Background: an optimization exercise with open tools, aiming at small area and a short achievable clock period. Do not read the settings as production practice.
The RTL was checked by simulation tests, not by an equivalence proof against the original design.
The flow treats the clock pin as an ideal source. Dropping or thinning the clock tree relies on that and would not hold on a real chip.
No activity file was given, so power comes from the tool's default toggle rates.

== garnet ==
## mem_test_ram_responder
module mem_test_ram_responder #(
    parameter int DATUM_WIDTH   = 8,
    parameter int ADDR_WIDTH    = 8,
    parameter int WRITE_LATENCY = 1,
    parameter int READ_LATENCY  = 2
) (
    input  logic                   i_clk,
    input  logic                   i_rst_n_async,
    input  logic                   i_wr_req,
    input  logic                   i_rd_req,
    input  logic [ADDR_WIDTH-1:0]  i_address,
    input  logic [DATUM_WIDTH-1:0] i_memory_data_write,
    input  logic                   i_fault_ena,
    input  logic [ADDR_WIDTH-1:0]  i_fault_addr,
    input  logic [DATUM_WIDTH-1:0] i_fault_mask,
    output logic                   o_memory_write_ready,
    output logic                   o_memory_read_valid,
    output logic [DATUM_WIDTH-1:0] o_memory_data_read,
    output logic                   o_busy
);
    localparam int DEPTH = 2 ** ADDR_WIDTH;
    localparam int W     = DATUM_WIDTH;
    localparam int LO_W  = ADDR_WIDTH / 2;
    localparam int HI_W  = ADDR_WIDTH - LO_W;
    localparam int N_LO  = 2 ** LO_W;
    localparam int N_HI  = 2 ** HI_W;
    logic                   busy_r;
    logic                   write_ready_r;
    logic                   read_wait_r;
    logic                   read_valid_r;
    logic [W-1:0]           data_read_r;
    logic                   commit_r;
    logic [N_LO-1:0]        lo_r;
    logic [N_HI-1:0]        hi_r;
    logic [W-1:0]           wdata_r;
    logic [W-1:0]           mask_r;
  ...
==> flow/config.mk <==
export PLATFORM = sky130hd
export DESIGN_NAME = mem_test_ram_responder
export DESIGN_NICKNAME = mem_test_ram_responder
export VERILOG_FILES = /design/flow/design.v
export SDC_FILE = /design/flow/constraint.sdc
export NUM_CORES = 4
export LEC_CHECK = 0
export ABC_CLOCK_PERIOD_IN_PS = 4500
export CAP_MARGIN = 20
export CORE_MARGIN = 2
export CORE_UTILIZATION = 40
export SETUP_SLACK_MARGIN = 3.1
export SLEW_MARGIN = 20
export SYNTH_HIERARCHICAL = 1
export SYNTH_MINIMUM_KEEP_SIZE = 0
==> flow/constraint.sdc <==
create_clock -name core_clock -period 5.5 [get_ports {i_clk}]
set_input_delay 1.1000 -clock core_clock [delete_from_list [all_inputs] [get_ports {i_clk}]]
set_output_delay 1.1000 -clock core_clock [all_outputs]
set_load 0.01 [all_outputs]
standard.sh (not shown) runs the stock make flow with config.mk's settings and CLKGATE_MAP_FILE= SYNTH_SCRIPT=/design/flow/synth_recipe.tcl, a recipe that flattens the netlist after the stock synthesis.
==> flow/flow/run.sh <==
#!/bin/bash
# Standard ORFS layout (the standard.sh, unchanged synthesis, floorplan,
# placement and routing) with these changes:
#  * the clock tree is built without dummy balancing loads and with larger
#    sink clusters (fewer leaf buffers);
#  * each port gets a buf_2 as its port buffer;
set -euo pipefail
here=$(pwd)
bash standard.sh \
  "CTS_ARGS=-sink_clustering_enable -repair_clock_nets -dont_use_dummy_load -sink_clustering_size 26 -sink_clustering_max_diameter 150" \
  "BUFFER_PORTS_ARGS=-buffer_cell sky130_fd_sc_hd__buf_2" \
  "POST_CTS_TCL=$here/flow/clkroot.tcl" \
  finish > standard_flow.log 2>&1
Other scripts of this flow, unchanged in this note and not shown: flow/flow/clkroot.tcl
Relative to garnet, the following input files were edited for xenon:
Settings: CORE_UTILIZATION now 50, was 40.
diff --git a/flow/flow/run.sh b/flow/flow/run.sh
--- a/flow/flow/run.sh
+++ b/flow/flow/run.sh
@@ -8,5 +8,5 @@
 here=$(pwd)
 bash standard.sh \
-  "CTS_ARGS=-sink_clustering_enable -repair_clock_nets -dont_use_dummy_load -sink_clustering_size 26 -sink_clustering_max_diameter 150" \
+  "CTS_ARGS=-sink_clustering_enable -repair_clock_nets -dont_use_dummy_load -sink_clustering_size 22 -sink_clustering_max_diameter 120" \
   "BUFFER_PORTS_ARGS=-buffer_cell sky130_fd_sc_hd__buf_2" \
   "POST_CTS_TCL=$here/flow/clkroot.tcl" \
The sequential share of layout area of xenon and that of garnet are within noise of each other.
The lower worst hold slack came out of xenon.
On highest achievable clock rate, xenon and garnet are neck and neck.
xenon vs garnet — effective utilization at floorplan rose 10 points.
In terms of clock insertion delay at the later pin of the skew report, xenon and garnet differ only marginally.
Relative to garnet, wire length after detailed routing has gone down in xenon.
As far as final area is concerned, garnet and xenon perform about the same.
xenon reports its uppermost signal routing layer after detailed routing as met5 while garnet reports met4.
Diff garnet..xenon | delay of the slowest cell on the worst path | negligible
The inputs of juniper differ from those of xenon as listed below.
Settings: CORE_UTILIZATION: 50 -> 40.
--- outcome ---
Summary — met3 layer wire length in the routed design, juniper relative to xenon: higher, by 480 um.
Diff xenon -> juniper: leakage component of the power stayed essentially flat, sequential share of layout area went down, antenna diode count now sits higher, net switching power went up, insertion delay of the later-clocked pin in the worst-skew pair rose by 0.02 ns.
Summary of juniper over xenon: fraction of power spent switching nets rose by 0.25 points, wire length rose by 5.1%.

[port drivers added, routing unchanged]
The results above use ideal ports. As a check the final layouts listed here were re-extracted and re-timed, cells and wires unchanged. Step 1 (the two cells are an assumption about what drives the block):
set clk [get_ports {i_clk}]
set_driving_cell -lib_cell sky130_fd_sc_hd__clkbuf_16 $clk
set_driving_cell -lib_cell sky130_fd_sc_hd__buf_2 [delete_from_list [all_inputs] $clk]
Step 2 moves the port delays by t, midway between the first and last clock arrival at a register: inputs arrive t later, outputs are due t later. That takes back most of the time a late clock gives input paths. Slacks: ideal ports / drivers / drivers and shift; pairs: ideal ports / drivers.
run	shift t [ns]	setup WS [ns]	clock arrival spread, ns	pins driven straight from the clock port
garnet	0.739	3.043 / 2.981 / 3.043	0.073 / 0.072	4
xenon	0.778	3.046 / 2.936 / 2.884	0.032 / 0.031	4
juniper	0.791	3.104 / 2.931 / 3.087	0.056 / 0.057	4
After both steps every run listed still meets setup and hold. For xenon, which loses most, drivers alone change the setup slack by -0.110 ns; drivers and shift together by -0.162 ns.
